From an optimization exercise on the open Yosys and OpenROAD flow, aimed at small area; shortcuts taken in it are not production practice.
In this exercise RTL edits were held to simulation tests only and were not proved equivalent to the original.
Power figures rest on the tool's default switching activity, not on a simulated workload.

==> design/flow/design.v <==
package signal_meter_pkg;
    localparam window_cycles = 16384;
endpackage
`timescale 1ns/10ps
module signal_meter_top (
    input  logic        clk,
    input  logic        rst_n,
    input  logic        measure_en,
    input  logic        sample_valid,
    input  logic [7:0]  sample_data,
    output logic [15:0] freq_out,
    output logic [15:0] amplitude_out,
    output logic [15:0] duty_out,
    output logic        freq_is_khz,
    output logic        results_updated
);
    logic [13:0] win;
    logic        tick, wzero, wfb;
    assign wzero = (win[12:0] == 13'd0);
    assign tick  = measure_en & wzero & win[13];
    assign wfb   = win[13] ^ win[11] ^ win[1] ^ win[0] ^ wzero;
    always_ff @(posedge clk or negedge rst_n) begin
        if (!rst_n)           win <= '0;
        else if (!measure_en) win <= '0;
        else                  win <= {win[12:0], wfb};
    end
    logic hi, vh, xing, prev_low;
    assign hi    = sample_data[7];
    assign vh    = sample_valid & hi;
    assign xing = vh & prev_low;
    always_ff @(posedge clk or negedge rst_n) begin
        if (!rst_n)            prev_low <= 1'b0;
        else if (!measure_en)  prev_low <= 1'b0;
        else if (sample_valid) prev_low <= ~hi;
    end
    logic [13:0] c_cnt, c_nx;
    logic [14:0] t_cnt, t_nx, h_cnt, h_nx;
    assign c_nx = c_cnt + 14'(xing);
    assign t_nx = t_cnt + 15'(sample_valid);
    assign h_nx = h_cnt + 15'(vh);
    logic       p1, drop_c;
    logic [6:0] rr_nx;
    always_ff @(posedge clk or negedge rst_n) begin
        if (!rst_n) begin
            c_cnt <= '0;
        end else begin
            if (!measure_en || tick) c_cnt[6:0] <= '0;
            else                     c_cnt[6:0] <= c_nx[6:0];
            if (tick)                             c_cnt[13:7] <= 7'd1;
            else if (p1)                          c_cnt[13:7] <= drop_c ? 7'd0 : rr_nx;
            else if (!measure_en)                 c_cnt[13:7] <= '0;
            else                                  c_cnt[13:7] <= c_nx[13:7];
        end
    end
    logic keep_hi, drop_hi;
    always_ff @(posedge clk or negedge rst_n) begin
        if (!rst_n) begin
            t_cnt <= '0; h_cnt <= '0;
        end else begin
            if (!measure_en || tick) begin
                t_cnt[6:0] <= '0; h_cnt[4:0] <= '0;
            end else begin
                t_cnt[6:0] <= t_nx[6:0]; h_cnt[4:0] <= h_nx[4:0];
            end
            if (drop_hi || (!measure_en && !keep_hi)) begin
                t_cnt[14:7] <= '0; h_cnt[14:5] <= '0;
            end else begin
                t_cnt[14:7] <= t_nx[14:7]; h_cnt[14:5] <= h_nx[14:5];
            end
        end
    end
    logic [7:0] mx, nmn, mx_nx, mn_nx, nsd;
    assign nsd   = ~sample_data;
    assign mx_nx = (sample_valid && sample_data > mx) ? sample_data : mx;
    assign mn_nx = (sample_valid && nsd > nmn) ? sample_data : ~nmn;
    always_ff @(posedge clk or negedge rst_n) begin
        if (!rst_n) begin
            mx <= 8'd0; nmn <= 8'd0;
        end else if (!measure_en || tick) begin
            mx <= 8'd0; nmn <= 8'd0;
        end else begin
            mx <= mx_nx; nmn <= ~mn_nx;
        end
    end
    logic [8:0] adiff;
    logic [7:0] amp_p;
    assign adiff = {1'b0, mx_nx} - {1'b0, mn_nx};
    always_ff @(posedge clk) begin
        if (!measure_en) amp_p <= '0;
        else if (tick)   amp_p <= adiff[8] ? 8'd0 : adiff[7:0];
    end
    logic [5:0] st;
    assign keep_hi = (st >= 6'd1) && (st <= 6'd15);
    assign drop_hi = (st == 6'd16);
    always_ff @(posedge clk or negedge rst_n) begin
        if (!rst_n)         st <= '0;
        else if (tick)      st <= 6'd1;
        else if (st != 0)   st <= st + 1'b1;
    end
    logic [14:0] hr;
    logic [4:0]  hlo;
    logic [7:0]  ir, r2;
    logic [8:0]  rsub;
    logic [23:0] acc, acc_nx, a1;
    logic [1:0]  cy, cin;
    logic [3:0]  s2;
    logic        dv, fv, i_le1, qb, p2, ins;
    logic [13:0] z;
    logic        khz_p;
    logic [10:0] kmul;
    logic [11:0] zsum;
    logic        fmul;
    assign ir    = t_cnt[14:7];
    assign hr    = {h_cnt[14:5], hlo};
    assign i_le1 = (ir[7:1] == 7'd0);
    assign r2    = {c_cnt[13:7], 1'b0};
    assign rr_nx = rsub[8] ? r2[6:0] : rsub[6:0];
    assign drop_c = (st == 6'd16);
    assign rsub  = {1'b0, r2} - {1'b0, ir};
    assign qb    = i_le1 | ~rsub[8];
    assign p1    = (st >= 6'd1)  && (st <= 6'd16);
    assign p2    = (st >= 6'd17) && (st <= 6'd40);
    assign fmul  = (st >= 6'd41) && (st <= 6'd54);
    assign a1    = {acc[22:0], 1'b0} + (qb ? {9'd0, hr} : 24'd0);
    assign cin   = (st == 6'd17) ? {2{acc[6:2] < acc[4:0]}} : cy;
    assign s2    = {3'd0, acc[0]} - {3'd0, acc[5]} + {3'd0, acc[7]} + {{2{cin[1]}}, cin};
    assign ins   = (st >= 6'd30) & s2[0];
    assign kmul  = khz_p ? 11'd655 : 11'd10;
    assign zsum  = {1'b0, acc[12:2]} + (z[0] ? {1'b0, kmul} : 12'd0);
    always_comb begin
        acc_nx = acc;
        if (p1)        acc_nx = a1;
        else if (p2)   acc_nx = {ins, acc[23:1]};
        else if (fmul) acc_nx[12:2] = zsum[11:1];
        if (tick)      acc_nx[7:0] = '0;
    end
    always_ff @(posedge clk) begin
        if (tick) hlo <= h_nx[4:0];
        acc <= acc_nx;
        cy  <= s2[2:1];
        if (tick) begin
            z     <= c_nx;
            khz_p <= (c_nx > 14'd6553);
        end else if (fmul) begin
            z <= {zsum[0], z[13:1]};
        end
    end
    always_ff @(posedge clk or negedge rst_n) begin
        if (!rst_n) begin
            dv <= 1'b0; fv <= 1'b0;
        end else if (tick) begin
            dv <= (t_nx != 15'd0); fv <= 1'b1;
        end
    end
    logic [7:0]  amp_o;
    logic [10:0] duty_o;
    always_ff @(posedge clk or negedge rst_n) begin
        if (!rst_n) begin
            freq_out        <= '0;
            freq_is_khz     <= 1'b0;
            amp_o           <= '0;
            duty_o          <= '0;
        end else begin
            if (tick) begin
                if (fv) begin
                    freq_out    <= khz_p ? {9'd0, acc[10:4]} : {acc[3:2], z};
                    freq_is_khz <= khz_p;
                    amp_o       <= amp_p;
                end
                if (dv) duty_o <= acc[23:13];
            end
        end
    end
    assign results_updated = (st == 6'd1);
    assign amplitude_out = {8'd0, amp_o};
    assign duty_out      = {5'd0, duty_o};
endmodule
==> design/flow/flow/run.sh <==
#!/bin/bash
# Own layout flow: the standard synthesis, then its combinational gates are
# re-mapped for area with Yosys/ABC (registers untouched: same instances, names
# and cells), proven equivalent, then the standard layout steps with the
# port buffers made of the smallest plain buffer cell and a clock tree
# without dummy loads, and a single tie cell for the constant outputs.
# Each tool's output goes to a log_*.txt file in the work folder.
set -euo pipefail
W=$(pwd)
R=$W/orfs/results/$FLOW_PLATFORM/signal_meter_top/base
YOSYS=$FLOW_HOME/../tools/install/yosys/bin/yosys
[ -x "$YOSYS" ] || YOSYS=yosys
LIB=$FLOW_HOME/platforms/$FLOW_PLATFORM/lib/sky130_fd_sc_hd__tt_025C_1v80.lib
DU=$(sed 's/^/-dont_use /' $W/flow/dont_use.txt | tr '\n' ' ')

# ports get the smallest plain buffer instead of a delay cell
export BUFFER_PORTS_ARGS="-buffer_cell sky130_fd_sc_hd__buf_1"
# one tie cell for all constant outputs
export SKIP_REPAIR_TIE_FANOUT=1
# clock tree of clkbuf_8 without dummy loads
export CTS_ARGS="-sink_clustering_enable -repair_clock_nets -buf_list sky130_fd_sc_hd__clkbuf_8 -dont_use_dummy_load"

bash standard.sh synth > $W/log_synth.txt 2>&1
cp $R/1_2_yosys.v $W/std_1_2_yosys.v

subst() {
  sed -e "s#@LIB@#$LIB#g" -e "s#@IN@#$W/std_1_2_yosys.v#g" -e "s#@OUT@#$W/reopt.v#g" \
      -e "s#@WORK@#$W#g" -e "s#@DU@#$DU#g" "$1" > "$2"
}
subst $W/flow/reopt.ys $W/reopt_run.ys
subst $W/flow/eqcheck.ys $W/eqcheck_run.ys

use_reopt=0
if $YOSYS -q -l $W/log_reopt.txt $W/reopt_run.ys > /dev/null 2>&1; then
  # the registers must be exactly the standard synthesis's
  regs() { grep -E '^\s*sky130_fd_sc_hd__(df|edf|sdf|sedf|dl)' "$1" | awk '{print $1, $2}' | sort; }
  if [ "$(regs $W/std_1_2_yosys.v)" == "$(regs $W/reopt.v)" ] && ! grep -qE '^\s*\\\$' $W/reopt.v; then
    if $YOSYS -q -l $W/log_eqcheck.txt $W/eqcheck_run.ys > /dev/null 2>&1; then
      use_reopt=1
    fi
  fi
fi
echo "use_reopt=$use_reopt" | tee $W/log_choice.txt

if [ $use_reopt = 1 ]; then
  cp $W/reopt.v $R/1_2_yosys.v
  rm -f $R/1_synth.odb $R/1_synth.sdc
fi
bash standard.sh > $W/log_layout.txt 2>&1
==> design/flow/flow/area.abc <==
strash
dc2
&get -n
&deepsyn -T 40
&put
dch -f
amap
==> design/flow/flow/dont_use.txt <==
sky130_fd_sc_hd__lpflow_bleeder_1
sky130_fd_sc_hd__lpflow_clkbufkapwr_1
sky130_fd_sc_hd__lpflow_clkbufkapwr_16
sky130_fd_sc_hd__lpflow_clkbufkapwr_2
sky130_fd_sc_hd__lpflow_clkbufkapwr_4
sky130_fd_sc_hd__lpflow_clkbufkapwr_8
sky130_fd_sc_hd__lpflow_clkinvkapwr_1
sky130_fd_sc_hd__lpflow_clkinvkapwr_16
sky130_fd_sc_hd__lpflow_clkinvkapwr_2
sky130_fd_sc_hd__lpflow_clkinvkapwr_4
sky130_fd_sc_hd__lpflow_clkinvkapwr_8
sky130_fd_sc_hd__lpflow_decapkapwr_12
sky130_fd_sc_hd__lpflow_decapkapwr_3
sky130_fd_sc_hd__lpflow_decapkapwr_4
sky130_fd_sc_hd__lpflow_decapkapwr_6
sky130_fd_sc_hd__lpflow_decapkapwr_8
sky130_fd_sc_hd__lpflow_inputiso0n_1
sky130_fd_sc_hd__lpflow_inputiso0p_1
sky130_fd_sc_hd__lpflow_inputiso1n_1
sky130_fd_sc_hd__lpflow_inputiso1p_1
sky130_fd_sc_hd__lpflow_inputisolatch_1
sky130_fd_sc_hd__lpflow_isobufsrc_1
sky130_fd_sc_hd__lpflow_isobufsrc_16
sky130_fd_sc_hd__lpflow_isobufsrc_2
sky130_fd_sc_hd__lpflow_isobufsrc_4
sky130_fd_sc_hd__lpflow_isobufsrc_8
sky130_fd_sc_hd__lpflow_isobufsrckapwr_16
sky130_fd_sc_hd__lpflow_lsbuf_lh_hl_isowell_tap_1
sky130_fd_sc_hd__lpflow_lsbuf_lh_hl_isowell_tap_2
sky130_fd_sc_hd__lpflow_lsbuf_lh_hl_isowell_tap_4
sky130_fd_sc_hd__lpflow_lsbuf_lh_isowell_4
sky130_fd_sc_hd__lpflow_lsbuf_lh_isowell_tap_1
sky130_fd_sc_hd__lpflow_lsbuf_lh_isowell_tap_2
sky130_fd_sc_hd__lpflow_lsbuf_lh_isowell_tap_4
sky130_fd_sc_hd__probe_p_8
sky130_fd_sc_hd__probec_p_8
==> design/flow/flow/eqcheck.ys <==
# Equivalence of the re-mapped netlist with the standard one (registers
# matched by name).
read_liberty -ignore_miss_func @LIB@
read_verilog @IN@
rename signal_meter_top gold
read_verilog @OUT@
rename signal_meter_top gate
flatten gold gate
opt_clean gold gate
async2sync
equiv_make gold gate eq
equiv_simple -seq 2 eq
equiv_induct eq
equiv_status -assert eq
==> design/flow/flow/reopt.ys <==
# Re-map the combinational logic of the standard synthesis netlist for area.
# Flip-flops and tie cells are kept as black boxes, so every register keeps
# its instance name and cell; only the gates between them are re-mapped.
read_liberty -ignore_miss_func @LIB@
blackbox sky130_fd_sc_hd__df* sky130_fd_sc_hd__edf* sky130_fd_sc_hd__sdf* sky130_fd_sc_hd__sedf* sky130_fd_sc_hd__dl* sky130_fd_sc_hd__conb_1
read_verilog @IN@
hierarchy -top signal_meter_top
tee -o @WORK@/reopt_before.txt stat -liberty @LIB@
flatten
opt -purge
abc -liberty @LIB@ @DU@ -script @WORK@/flow/area.abc
opt_clean -purge
hilomap -singleton -hicell sky130_fd_sc_hd__conb_1 HI -locell sky130_fd_sc_hd__conb_1 LO
tee -o @WORK@/reopt_after.txt stat -liberty @LIB@
write_verilog -noattr -noexpr -nohex -nodec @OUT@
==> design/flow/standard.sh <==
#!/bin/bash
# synth_recipe.tcl (not shown) runs the flow's synth.tcl, then flattens the netlist and writes it again
# the make line also repeats each setting of config.mk as NAME=value (left out here)
make -C /OpenROAD-flow-scripts/flow DESIGN_CONFIG=/design/flow/config.mk WORK_HOME=/design/flow/orfs CLKGATE_MAP_FILE= SYNTH_SCRIPT=/design/flow/synth_recipe.tcl "${@:-finish}"
==> design/flow/config.mk <==
export PLATFORM = sky130hd
export DESIGN_NAME = signal_meter_top
export DESIGN_NICKNAME = signal_meter_top
export VERILOG_FILES = /design/flow/design.v
export SDC_FILE = /design/flow/constraint.sdc
export NUM_CORES = 4
export LEC_CHECK = 0
export CAP_MARGIN = 20
export CORE_MARGIN = 2
export CORE_UTILIZATION = 40
export CTS_BUF_LIST = sky130_fd_sc_hd__clkbuf_8
export SLEW_MARGIN = 20
==> design/flow/constraint.sdc <==
create_clock -name core_clock -period 10.0 [get_ports {clk}]
set_input_delay 2.0000 -clock core_clock [delete_from_list [all_inputs] [get_ports {clk}]]
set_output_delay 2.0000 -clock core_clock [all_outputs]
set_load 0.01 [all_outputs]
==> run notes, run 1 <==
finished layout cell area=8980 um2; die area=21,600 um2; GRT Util Overall=a little under a fifth; critical path arrival=~6.8 ns; CTS Sinks=between 150 and 200; Worst path top cell family by delay=compound AO/OA/AOI/OAI gates; Pwr Density=218 nW/um2; Worst path slowest cell=o21ai_0; busiest grt layer=met2; type of origin of the critical path=primary input; Critical Path RT=10.30 ns; critical path class=in -> reg; P&R area growth vs syn=10.0%; Setup Skew=0.0228 ns; commonest non-fill, non-tap cell in the layout=nor2_1; CTS resizes=0; Hold Buf Count CTS=0; CP endpoint kind=register; Place WS=3.05 ns; RSZ-0062 raised after global routing=false; min-delay worst type=reg -> reg; vias per cell=between 5 and 6; Period minus WS final=approximately 6.5 ns; total number of yosys warnings=1; Inst Count DP=roughly 1,300; Static Leak=approximately 3.6 nW; Post-Syn Area=about 8200 um2; VDD IR max=0.0000953 V; largest net degree at the start of global routing=73; Routed Antenna Nets=0; post-CTS setup buffers=0; period utilisation layout=65.3%; first-pass GRT wire length=31.4 mm; CTS clk-pin slew, worst paths=0.08 ns; ANT cells=0; Worst-Margin Slew=slightly above 0.9 ns; crit-path max FO=11; vias in the first global route=~6,400; final WL=around 19 mm; worst path cell trace=buf_1 > or2_0 > a222oi_1 > nor2_1 > a21oi_1 > nor3_1 > a221o_1 > a31oi_1 > clkinv_1 > o22ai_1 > o21ai_0 > o21ai_0 > nand2_1 > and2_0 > nand2_1 > o21ai_0 > nand2_1 > o21ai_0 > o21ai_0 > o22ai_1 > o21a_1 > o21ai_0 > o22ai_1; Mean Syn Cell Area=roughly 8.7 um2; share of cells above drive strength 1=approximately 2.7%; Starting Density=between 40% and 50%; CTS Root Cell=clkbuf_8; met3 Use GR=under 10%; max frequency=around 0.15 GHz; Final Non-Filler Cells=between 1,000 and 1,500; GRT met2 Usage=29.4%; status=complete, no violations; Net count, final=1,021; Clock Path Buffers=2; chip height=around 150 um; CTS tree=built; router iterations before antenna repair=5; GPL Wtd Cong=between 0.8 and 0.9; Final Hold Fails=0; Post-Syn Instances=between 900 and 1,000; slowest stage delay, CP=0.66 ns; Detailed Place HPWL=13.3 mm; antenna violations before repair=0; Setup violations, final=0; Max-Slew Margin vs Limit=roughly two fifths; final worst setup slack=3.47 ns; met1 Resource Use GR=around 25%; Die Width=roughly 150 um; TNS Setup=0 ns; via count=about 6,700; Clock Latency Late Sink=about 0.46 ns; most frequent cells in the layout=198 x nor2_1, 127 x clkinv_1, 119 x dfrtp_1, 82 x nand2_1, 73 x o21ai_0; number of buffers added on ports=48; Core Area=roughly 20,000 um2; dpl cell area=slightly below 9000 um2; CTS Buf Count=17; Final Power=~2 mW; Placement Rows=52; Top Ports=62; Crit path top cell by count=o21ai_0; MaxCap Viol Count=0; Slew Limit Fails=0; DR WL/cell=about 15 um; DR iter-0 viols=398; gr ovfl total=0; DRC viols=0; Buf/Inv on CP=2; H-tree depth=4
sequential cells by signal, indices dropped and copies added, names as in the netlist, 11 cells and up:
signal and cells:
acc 24, c_cnt 14, duty_o 11, freq_out 16
h_cnt 15, t_cnt 15, win 14, z 14
layer usage:
| metal | up-vias | wire length [um] | share of wire (%) |
|---|---|---|---|
| met1 | 3088 | 8990 | 48 |
| met5 | - | 0 | 0 |
| met4 | 0 | 271 | 1.5 |
| met2 | 117 | 8610 | 46 |
| met3 | 16 | 713 | 3.8 |
| li1 | 3440 | - | - |
path summary, 6_finish.rpt:
check	to	from	cells past startpoint	slack, ns
setup / recovery	amp_p[2]$_SDFFE_PN0P_	sample_data[2]	23	3.47
hold / removal	amp_o[7]$_DFFE_PN0P_	amp_p[7]$_SDFFE_PN0P_	2	0.43
setup reg to reg	acc[23]$_DFFE_PP_	acc[0]$_SDFFE_PP0P_	39	3.60
hold reg to reg	amp_o[7]$_DFFE_PN0P_	amp_p[7]$_SDFFE_PN0P_	2	0.43
max in group asynchronous	nmn[1]$_DFF_PN0_	rst_n	2	6.99
min in group asynchronous	c_cnt[3]$_DFF_PN0_	rst_n	1	1.62
metrics by stage:
step	util [%]	hold WS (ns)
final	44.7	0.426
after global placement	43.5	0.428
after global routing	44.7	0.456
after floorplan	-	0.410
after CTS	44.6	0.432
after detailed placement	43.5	0.424
worst register-to-register path, delay by kind of cell, from the launching register on:
| kind | cells | cell delay (ns) |
|---|---|---|
| flip-flops | 1 | 0.43 |
| AND/OR/NAND/NOR | 20 | 2.99 |
| AO/OA/AOI/OAI | 17 | 2.50 |
| buffers and inverters | 2 | 0.24 |
area by class of cell:
| cell class | instances | area, um2 |
|---|---|---|
| clock buffers | 17 | 234 |
| fillers | 1986 | 11100 |
| inverters | 127 | 477 |
| multi-input cells | 634 | 3270 |
| flip-flops and latches | 173 | 4420 |
| well taps | 270 | 338 |
| repair buffers | 56 | 244 |
power by group:
group          internal (mW)  leakage, nW  switching [mW]
clock                  0.150        0.122           0.225
sequential             0.884         2.13           0.104
combinational          0.209         1.33           0.382
==> run 2, diff against run 1 <==
==> design/flow/flow/area.abc (replaced) <==
strash
dc2
&get -n
&deepsyn -T 40 -o
&put
dch -f
amap
&get -n
&deepsyn -T 30 -o
&put
dch -f
amap
==> run 2 against run 1 <==
Design area decreased by 0.26%. Wire length is 3.5% lower. Die area fell by 0.37%. Sequential share of layout area is 0.13 points higher. Worst hold slack better by 0.019 ns.
==> run notes, run 2 <==
status=complete, no violations; final WL=17.9 mm (-3.5%); CTS Buf Count=17 (unchanged); number of buffers added on ports=48 (unchanged); finished layout cell area=8950 um2 (-0.26%); P&R area growth vs syn=10.2%; GRT Util Overall=17.8% (-0.30 points); total net switching power=697 uW (-2.0%); Pint=1.24 mW (-0.21%); largest reg by FF count=acc; antenna violations before repair=0 (unchanged); chip height=147 um (-0.19%); RSZ-0062 raised after global routing=false; critical path arrival=6.91 ns (+0.09 ns); die area=21,500 um2 (-0.37%); Post-Syn Instances=936 (+0.21%); H-tree depth=4 (unchanged); Mean Syn Cell Area=8.68 um2 (-0.60%); critical path class=in -> reg; Final Power=1.94 mW (-0.86%); max frequency=0.152 GHz (-1.0%); ANT cells=0 (unchanged); CTS clk-pin slew, worst paths=0.10 ns (+0.02 ns); CTS resizes=0 (unchanged); dpl cell area=8720 um2 (-0.27%); combinational power share=30.2% (about the same); most frequent cells in the layout=202 x nor2_1, 127 x clkinv_1, 119 x dfrtp_1, 81 x nand2_1, 69 x o21ai_0; Final Util=44.5% (-0.12 points); crit-path max FO=8 (-3); Clock Latency Late Sink=0.45 ns (about the same); clock power share=18.9% (-0.3 points); router iterations before antenna repair=6 (+1); max reg flops=24 (unchanged); post-CTS setup buffers=0 (unchanged); Setup violations, final=0 (unchanged); GPL Wtd Cong=0.882 (-0.12%); Period minus WS final=6.59 ns (+0.0673 ns); Worst-Margin Slew=0.914 ns (-0.00511 ns); Core Area=20,100 um2 (unchanged); first-pass GRT wire length=30.8 mm (-2.1%); Hold Buf Count CTS=0 (unchanged); Starting Density=40.4% (-0.16 points); Max-Slew Margin vs Limit=39.1% (+0.57 points); via count=6,651 (-0.15%); VDD IR max=0.000109 V (+14%); Clock Path Buffers=2 (unchanged); Routed Antenna Nets=0 (unchanged); gr ovfl total=0 (unchanged); TNS Setup=0 ns (unchanged); Post-Syn Area=8130 um2 (-0.38%); DRC viols=0 (unchanged); vias per cell=5.20 (-0.38%); Placement Rows=52 (unchanged); Final Hold Fails=0 (unchanged); Top Ports=62 (unchanged); CP endpoint kind=register; commonest non-fill, non-tap cell in the layout=nor2_1; Pwr Density=216 nW/um2 (-0.59%); vias in the first global route=6,223 (-2.2%); Critical Path RT=10.32 ns (+0.02 ns); share of cells above drive strength 1=2.77% (+0.091 points); DR iter-0 viols=422 (+6.0%); Static Leak=3.55 nW (-0.66%); CTS tree=built; total number of yosys warnings=1 (unchanged); Setup Skew=0.0269 ns (+0.00407 ns); largest net degree at the start of global routing=73 (unchanged); MaxCap Viol Count=0 (unchanged); Sw Share=36.0% (-0.42 points); part of the power in registers=50.9% (+0.3 points); min-delay worst type=reg -> reg; CTS Sinks=173 (unchanged); Slew Limit Fails=0 (unchanged); Net count, final=1,024 (+0.29%); Detailed Place HPWL=13.2 mm (about the same); period utilisation layout=65.9% (+0.67 points); CTS Root Cell=clkbuf_8; largest registers=acc x24, freq_out x16; Die Width=147 um (-0.19%); DR WL/cell=14.0 um (-3.7%); type of origin of the critical path=primary input
-- run 2: final timing paths --
kind / from / end / slack (ns) / depth (start not counted)
max in group asynchronous: rst_n / st[5]$_DFFE_PN0P_ / 7.02 / 2
min reg2reg: amp_p[5]$_SDFFE_PN0P_ / amp_o[5]$_DFFE_PN0P_ / 0.45 / 2
max: sample_data[1] / amp_p[1]$_SDFFE_PN0P_ / 3.41 / 26
min in group asynchronous: rst_n / freq_out[3]$_DFFE_PN0P_ / 1.61 / 1
min: amp_p[5]$_SDFFE_PN0P_ / amp_o[5]$_DFFE_PN0P_ / 0.45 / 2
max reg2reg: acc[0]$_SDFFE_PP0P_ / acc[23]$_DFFE_PP_ / 3.66 / 38
-- run 2: cell type report --
cell class	instances	area, um2
clock buffers	17	234
fillers	1978	11200
inverters	127	477
multi-input cells	636	3230
flip-flops and latches	173	4420
well taps	270	338
repair buffers	57	251
-- run 2: power by group through the flow --
stage / logic (mW) / clock network (mW) / registers (mW)
after floorplan: 0.438 / 0 / 0.967
after global placement: 0.580 / 0 / 0.999
after detailed placement: 0.586 / 0 / 1.00
after CTS: 0.588 / 0.380 / 0.987
after global routing: 0.672 / 0.407 / 1.01
final: 0.584 / 0.367 / 0.986
-- run 2: through the flow --
| stage | std cells | worst slack, ns | hold slack [ns] |
|---|---|---|---|
| 5_1_grt | 1280 | 2.67 | 0.465 |
| 4_1_cts | 1280 | 3.49 | 0.449 |
| 6_report | 1280 | 3.41 | 0.445 |
| 3_3_place_gp | 1263 | 3.15 | 0.426 |
| 2_1_floorplan | 936 | 3.90 | 0.410 |
| 3_5_place_dp | 1263 | 3.00 | 0.431 |
-- run 2: worst max-delay path, cell delays in order --
cell	delay, ns
buf_1	0.14
clkinv_1	0.12
o21a_1	0.20
a221oi_1	0.21
nor3_1	0.07
a221oi_1	0.23
nor3_1	0.09
a221o_1	0.26
a31oi_1	0.53
clkinv_1	0.38
o22ai_1	0.31
a21oi_1	0.13
nand2_1	0.09
o21ai_0	0.12
o21ai_0	0.24
nand2_1	0.09
and2_0	0.17
nand2_1	0.07
o21ai_0	0.10
nand2_1	0.09
o21ai_0	0.10
nor2_1	0.14
a21oi_1	0.07
o21a_1	0.12
o21ai_0	0.65
o22ai_1	0.18
-- run 2: metal layers --
| layer | up-vias | GRT usage [%] | part of all wire (%) |
|---|---|---|---|
| li1 | 3455 | - | - |
| met1 | 3045 | 24.2 | 48 |
| met2 | 124 | 28.0 | 45 |
| met3 | 27 | 3.94 | 4.6 |
| met4 | 0 | 6.94 | 2.1 |
| met5 | - | 0 | 0 |
==> run 3, diff against run 2 <==
--- a/design/flow/config.mk
+++ b/design/flow/config.mk
@@ -6,7 +6,7 @@
 export NUM_CORES = 4
 export LEC_CHECK = 0
-export CAP_MARGIN = 20
+export CAP_MARGIN = 0
 export CORE_MARGIN = 2
 export CORE_UTILIZATION = 40
 export CTS_BUF_LIST = sky130_fd_sc_hd__clkbuf_8
-export SLEW_MARGIN = 20
+export SLEW_MARGIN = 0
==> run 3 against run 2 <==
Still clean on timing, DRC and antenna. Core utilization is essentially flat. Worst setup slack gained 0.0017 ns. Clock skew is essentially flat. Sequential cell count is the same. Clock power is essentially flat. Sequential share of layout area is essentially flat. Wire length is essentially flat. Fmax is essentially flat. Register-to-register slack is essentially flat. Combinational power is essentially flat. Global-route usage is the same. Non-clock buffer count is the same. Critical path type unchanged. Highest routed layer unchanged.
==> run notes, run 3 <==
CTS tree=built; critical path arrival=6.91 ns (about the same); Detailed Place HPWL=13.2 mm (unchanged); CTS Sinks=173 (unchanged); CTS Root Cell=clkbuf_8; die area=21,500 um2 (unchanged); Routed Antenna Nets=0 (unchanged); ANT cells=0 (unchanged); most frequent cells in the layout=203 x nor2_1, 127 x clkinv_1, 119 x dfrtp_1, 81 x nand2_1, 69 x o21ai_0; GRT Util Overall=17.8% (unchanged); Net count, final=1,024 (unchanged); Static Leak=3.55 nW (about the same); via count=6,674 (+0.35%); CTS resizes=0 (unchanged); Final Hold Fails=0 (unchanged); min-delay worst type=reg -> reg; type of origin of the critical path=primary input; post-CTS setup buffers=0 (unchanged); Pwr Density=216 nW/um2 (about the same); period utilisation layout=65.9% (about the same); DR iter-0 viols=423 (+0.24%); commonest non-fill, non-tap cell in the layout=nor2_1; Starting Density=40.4% (unchanged); Hold Buf Count CTS=0 (unchanged); Clock Latency Late Sink=0.45 ns (about the same); DR WL/cell=14.0 um (about the same); Worst path top cell family by delay=compound AO/OA/AOI/OAI gates; number of buffers added on ports=48 (unchanged); Placement Rows=52 (unchanged); Critical Path RT=10.32 ns (about the same); slowest stage delay, CP=0.65 ns (about the same); vias per cell=5.21 (+0.35%); DRC viols=0 (unchanged); Top Ports=62 (unchanged); Slew Limit Fails=0 (unchanged); chip height=147 um (unchanged); CTS clk-pin slew, worst paths=0.10 ns (about the same); status=complete, no violations; critical path class=in -> reg; Die Width=147 um (unchanged); Worst-Margin Slew=1.12 ns (+0.203 ns); crit-path max FO=8 (unchanged); largest net degree at the start of global routing=73 (unchanged); max reg flops=24 (unchanged); P&R area growth vs syn=10.1% (about the same); CP endpoint kind=register; router iterations before antenna repair=6 (unchanged); Post-Syn Instances=936 (unchanged); largest registers=acc x24, freq_out x16; CTS Buf Count=17 (unchanged); Post-Syn Area=8130 um2 (unchanged); H-tree depth=4 (unchanged); max frequency=0.152 GHz (about the same); first-pass GRT wire length=30.8 mm (unchanged); Max-Slew Margin vs Limit=25.3% (-14 points); GPL Wtd Cong=0.882 (unchanged); share of cells above drive strength 1=2.67% (-0.099 points); Setup violations, final=0 (unchanged); Place WS=3.00 ns (unchanged); Clock Path Buffers=2 (unchanged); total number of yosys warnings=1 (unchanged); TNS Setup=0 ns (unchanged); Worst path slowest cell=o21ai_0; vias in the first global route=6,223 (unchanged); RSZ-0062 raised after global routing=false; Mean Syn Cell Area=8.68 um2 (unchanged); antenna violations before repair=0 (unchanged); Buf/Inv on CP=3 (unchanged); VDD IR max=0.000109 V (+0.10%); MaxCap Viol Count=0 (unchanged); Core Area=20,100 um2 (unchanged); final worst setup slack=3.41 ns (+0.00172 ns); final WL=17.9 mm (about the same); Crit path top cell by count=o21ai_0; Period minus WS final=6.59 ns (-0.00172 ns); Setup Skew=0.0269 ns (+0.0000243 ns); gr ovfl total=0 (unchanged); largest reg by FF count=acc
[run 3: path summary, 6_finish.rpt]
check,from,endpoint,slack (ns),depth (start not counted)
max reg2reg,acc[0]$_SDFFE_PP0P_,acc[23]$_DFFE_PP_,3.65,38
max,sample_data[1],amp_p[1]$_SDFFE_PN0P_,3.41,26
min,amp_p[5]$_SDFFE_PN0P_,amp_o[5]$_DFFE_PN0P_,0.45,2
min reg2reg,amp_p[5]$_SDFFE_PN0P_,amp_o[5]$_DFFE_PN0P_,0.45,2
min in group asynchronous,rst_n,freq_out[3]$_DFFE_PN0P_,1.61,1
max in group asynchronous,rst_n,st[5]$_DFFE_PN0P_,7.02,2
[run 3: stage by stage]
step                      std cells  cell area (um2)  hold slack, ns  utilization [%]  total power [mW]
after global placement         1263             8720           0.426             43.4              1.58
after detailed placement       1263             8720           0.431             43.4              1.59
final                          1280             8950           0.445             44.5              1.94
after floorplan                 936             8130           0.410                -              1.40
after CTS                      1280             8950           0.449             44.5              1.95
after global routing           1280             8950           0.465             44.5              2.09
[run 3: final cells by class]
type / instances / area, um2
clock buffer: 17 / 234
multi-input combinational: 636 / 3230
inverter: 127 / 477
fill: 1976 / 11200
sequential: 173 / 4420
timing repair buffer: 57 / 251
tap: 270 / 338
[run 3: power by group]
group	total, mW	internal [mW]	switching, mW
clock	0.367	0.150	0.217
sequential	0.986	0.884	0.102
combinational	0.584	0.206	0.378
total	1.94	1.24	0.697
[run 3: layer usage]
metal	vias to the layer above	wire (um)	GRT usage (%)
li1	3456	-	-
met1	3066	8570	24.2
met2	127	8140	28.0
met3	25	843	3.94
met4	0	376	6.94
met5	-	0	0
[run 3: tightest hold or removal path, delay by kind of cell, from the launching register on]
| kind | cells | cell delay, ns |
|---|---|---|
| flops | 1 | 0.31 |
| compound gates | 1 | 0.05 |
| buf+inv | 1 | 0.05 |
==> run 4, diff against run 3 <==
==> design/flow/run.sh (new file) <==
#!/bin/bash
# synth_recipe.tcl (not shown) runs the flow's synth.tcl, then flattens the netlist and writes it again
# the make line also repeats each setting of config.mk as NAME=value (left out here)
make -C /OpenROAD-flow-scripts/flow DESIGN_CONFIG=/design/flow/config.mk WORK_HOME=/design/flow/orfs CLKGATE_MAP_FILE= SYNTH_SCRIPT=/design/flow/synth_recipe.tcl finish
--- a/design/flow/config.mk
+++ b/design/flow/config.mk
@@ -6,7 +6,7 @@
 export NUM_CORES = 4
 export LEC_CHECK = 0
-export CAP_MARGIN = 0
+export CAP_MARGIN = 20
 export CORE_MARGIN = 2
 export CORE_UTILIZATION = 40
 export CTS_BUF_LIST = sky130_fd_sc_hd__clkbuf_8
-export SLEW_MARGIN = 0
+export SLEW_MARGIN = 20
removed: design/flow/flow/run.sh
removed: design/flow/flow/area.abc
removed: design/flow/flow/dont_use.txt
removed: design/flow/flow/eqcheck.ys
removed: design/flow/flow/reopt.ys
removed: design/flow/standard.sh
==> run 4 against run 3 <==
Via count is 15% higher. Die area is 27% higher. Non-clock buffer count is 3 lower. Fmax is 12% higher. Design area is 28% higher. Count of clock-buffer cells in the layout is 1 higher. Register-to-register slack better by 1.6 ns. Critical path type unchanged. Sequential power hardly changed. Sequential cell count stayed put. Worst hold slack worse by 0.014 ns. Synthesized cell count is 20% higher. Clock skew is 0.0058 ns higher.
==> run notes, run 4 <==
largest registers=acc x24, freq_out x16; vias in the first global route=7,394 (+19%); Hold Startpoint=amp_p[1]$_SDFFE_PN0P_; fraction of registers with async set/reset=between 60% and 70%; GPL Wtd Cong=0.804 (-8.8%); busiest grt layer=met2; P&R area growth vs syn=10.1% (about the same); Period minus WS final=5.88 ns (-0.714 ns); Critical Path RT=10.42 ns (+0.10 ns); CTS Root Cell=clkbuf_8; status=complete, no violations; largest area contributor in the netlist=dfrtp_1; antenna violations before repair=0 (unchanged); chip height=165 um (+13%); Worst-Margin Slew=0.965 ns (-0.152 ns); #FFs+latches synth=about 170; share of the synthesized area in the top cell type=about 29%; CTS resizes=0 (unchanged); share of cells above drive strength 1=5.79% (+3.1 points); critical path class=in -> reg; adder-cell share of the synthesized area=~9%; most frequent cells in the layout=127 x nand2_1, 119 x dfrtp_1, 93 x nor2_1, 71 x inv_1, 65 x ha_1; VDD IR max=0.000106 V (-2.7%); min-delay worst type=reg -> reg; max frequency=0.170 GHz (+12%); Inst Count DP=1,455 (+15%); CP endpoint kind=register; total number of yosys warnings=1 (unchanged); largest net degree at the start of global routing=75 (+2.7%); H-tree depth=4 (unchanged); Post-synth top cells=128 x nand2_1, 119 x dfrtp_1, 93 x nor2_1; Post-Syn Instances=1,121 (+20%); CTS tree=built; worst hold endpoint=amp_o[1]$_DFFE_PN0P_; Post-Synth Simple-Gate Area=between 10% and 20%; number of fill cells in the layout=2,407 (+22%); critical path arrival=6.30 ns (-0.61 ns); clock power share=19.3% (+0.3 points); sequential-to-total area share from yosys stat=roughly 43%; reg2reg path depth=18 (-53%); GRT Util Overall=17.4% (-0.45 points); Core Area=25,300 um2 (+26%); Sw Share=41.6% (+5.6 points); Hold Buf Count CTS=0 (unchanged); Die Width=165 um (+13%); die area=27,200 um2 (+27%); CTS Buf Count=17 (unchanged); vias per cell=5.17 (-0.89%); type of origin of the critical path=primary input; met3 Use GR=3.06% (-0.87 points); post-CTS setup buffers=0 (unchanged); max reg flops=24 (unchanged); worst hold stages=2 (unchanged); Top Ports=62 (unchanged); DR WL/cell=15.1 um (+7.9%); reg2reg start=c_cnt[7]$_DFF_PN0_; Net count, final=1,227 (+20%); Routed Antenna Nets=0 (unchanged); met1 Resource Use GR=25.4% (+1.2 points); part of the power in registers=40.0% (-11 points); Pwr Density=222 nW/um2 (+2.6%); largest family of logic cells by synthesized area=simple AND/OR/NAND/NOR gates; CTS Sinks=173 (unchanged); Final Non-Filler Cells=1,487 (+16%); crit-path max FO=18 (+10); top cells by area, synth=dfrtp_1 29%, edfxtp_1 10%, ha_1 7.8%; combinational power share=40.7% (+11 points); DR iter-0 viols=558 (+32%); Synth cell types=71; total net switching power=1.05 mW (+51%); final WL=22.5 mm (+25%); gr ovfl total=0 (unchanged); Starting Density=41.0% (+0.53 points); Mean Syn Cell Area=9.25 um2 (+6.6%); Max-Slew Margin vs Limit=35.6% (+10 points); TNS Setup=0 ns (unchanged); most common cell in the netlist=nand2_1; period utilisation layout=58.8% (-7.1 points); GRT met2 Usage=26.7% (-1.3 points); largest reg by FF count=acc; first-pass GRT wire length=37.6 mm (+22%); mux share of post-synthesis cell area=3.70%; Slew Limit Fails=0 (unchanged); Synth Area in Compound Gates=a little over an eighth; commonest non-fill, non-tap cell in the layout=nand2_1; Static Leak=5.06 nW (+42%); XOR/XNOR Fraction of Synth Area=between 6 and 7%; RSZ-0062 raised after global routing=false; DRC viols=0 (unchanged); MaxCap Viol Count=0 (unchanged); CTS clk-pin slew, worst paths=0.11 ns (about the same); EDFF count, synth=36; Clock Path Buffers=2 (unchanged); critical register-to-register path endpoint=acc[23]$_DFFE_PP_; router iterations before antenna repair=5 (-1); Detailed Place HPWL=16.2 mm (+23%); Setup violations, final=0 (unchanged); Setup Skew=0.0328 ns (+0.00583 ns); via count=7,684 (+15%); Post-Syn Area=10,400 um2 (+28%); Placement Rows=58 (+12%); Clock Latency Late Sink=0.48 ns (+0.03 ns); Final Hold Fails=0 (unchanged); Pint=1.48 mW (+19%); FF-to-FF setup slack=5.29 ns (+1.64 ns); ANT cells=0 (unchanged); number of buffers added on ports=48 (unchanged); Final Util=45.1% (+0.58 points); ys flop type=dfrtp_1
==> run 4: cell types whose count changed in the layout (fill, tap and decap cells not counted), sizes merged, moves of 19 or more <==
cell / before / now
clkinv: 127 / 5
nor2: 203 / 93
inv: 0 / 81
ha: 0 / 65
xnor2: 0 / 51
buf: 56 / 7
clkdlybuf4s50: 0 / 47
nand2: 81 / 128
o22ai: 42 / 3
nand3: 9 / 43
and2: 6 / 37
mux2i: 0 / 26
xor2: 0 / 22
nand4: 2 / 21
==> run 4: how the worst max path moves through the flow <==
stage / start / endpoint / slack [ns] / cells after the start
after floorplan: sample_data[1] / amp_p[2]$_SDFFE_PN0P_ / 4.64 / 18
after global placement: sample_data[1] / amp_p[4]$_SDFFE_PN0P_ / 3.81 / 18
final: sample_data[1] / amp_p[2]$_SDFFE_PN0P_ / 4.12 / 18
after global routing: sample_data[1] / amp_p[4]$_SDFFE_PN0P_ / 3.82 / 18
after CTS: sample_data[1] / amp_p[2]$_SDFFE_PN0P_ / 4.20 / 18
after detailed placement: sample_data[1] / amp_p[2]$_SDFFE_PN0P_ / 3.68 / 18
==> run 4: worst max-delay path: stages <==
cell             delay [ns]
clkdlybuf4s50_1        0.50
inv_1                  0.08
ha_1                   0.31
nor2b_1                0.14
o21a_1                 0.15
o21ai_0                0.13
a21oi_1                0.08
o221a_2                0.40
mux2i_1                0.19
ha_1                   0.24
fa_1                   0.40
nand2b_1               0.18
a21boi_0               0.23
o21ai_0                0.17
a21oi_1                0.26
o21ai_0                0.11
a21oi_1                0.48
a32o_1                 0.25
==> run 4: cells by family after synthesis <==
family / Yosys count
compound gates: 210
mux: 37
fa+ha+maj: 71
xor+xnor: 73
simple gates: 422
other cells: 1
buf+inv: 134
flops: 173
==> run 4: power groups by stage <==
stage / logic [mW] / clock network [mW] / registers, mW
4_1_cts: 1.04 / 0.499 / 1.01
3_3_place_gp: 1.01 / 0 / 1.03
3_5_place_dp: 1.03 / 0 / 1.03
5_1_grt: 1.18 / 0.530 / 1.03
6_report: 1.03 / 0.489 / 1.01
2_1_floorplan: 0.852 / 0 / 0.952
==> run 4: area by class of cell <==
type                            instances  area, um2  share of cell area (%)
Timing Repair Buffer                   54        523                    4.58
Clock buffer                           18        248                    2.17
Clock inverter                         14        128                    1.12
Inverter                               72        270                    2.37
Multi-Input combinational cell        826       5420                    47.5
Tap cell                              330        413                    3.61
Sequential cell                       173       4420                    38.7
==> run 4: metal layers <==
metal	up-vias	share of wire, %
li1	3891	-
met1	3674	52
met2	99	44
met3	20	3.0
met4	0	0.93
met5	-	0
==> run 4: metrics by stage <==
step	power [mW]	cell area, um2	setup slack [ns]	hold slack [ns]
6_report	2.54	11400	4.12	0.431
5_1_grt	2.74	11400	3.82	0.455
4_1_cts	2.55	11400	4.20	0.438
3_5_place_dp	2.05	11000	3.68	0.428
3_3_place_gp	2.04	11000	3.81	0.426
2_1_floorplan	1.80	10400	4.64	0.412

## re-timing with driven ports
Ports are ideal in the flow. The routed layouts listed here were re-timed in OpenROAD.
Step 1, drivers: a clkbuf_16 drives clk and a buf_2 each remaining input, both assumed.
Step 2 moves the port delays by t, midway between the first and last clock arrival at a register: inputs arrive t later, outputs are due t later. That takes back most of the time a late clock gives input paths.
Three values: ideal ports, drivers, drivers and shift; two values: the first two.
| run | shift t [ns] | setup slack, ns | latest minus earliest clock arrival (ns) |
|---|---|---|---|
| run 1 | 0.487 | 3.475 / 3.489 / 3.002 | 0.024 / 0.024 |
| run 2 | 0.487 | 3.407 / 3.428 / 2.941 | 0.036 / 0.036 |
| run 3 | 0.487 | 3.409 / 3.430 / 2.943 | 0.037 / 0.037 |
| run 4 | 0.509 | 4.123 / 4.142 / 3.633 | 0.032 / 0.032 |
After both steps setup and hold are still met in every run listed. For run 4, which loses most, drivers alone change the setup slack by +0.019 ns; drivers and shift together by -0.490 ns.
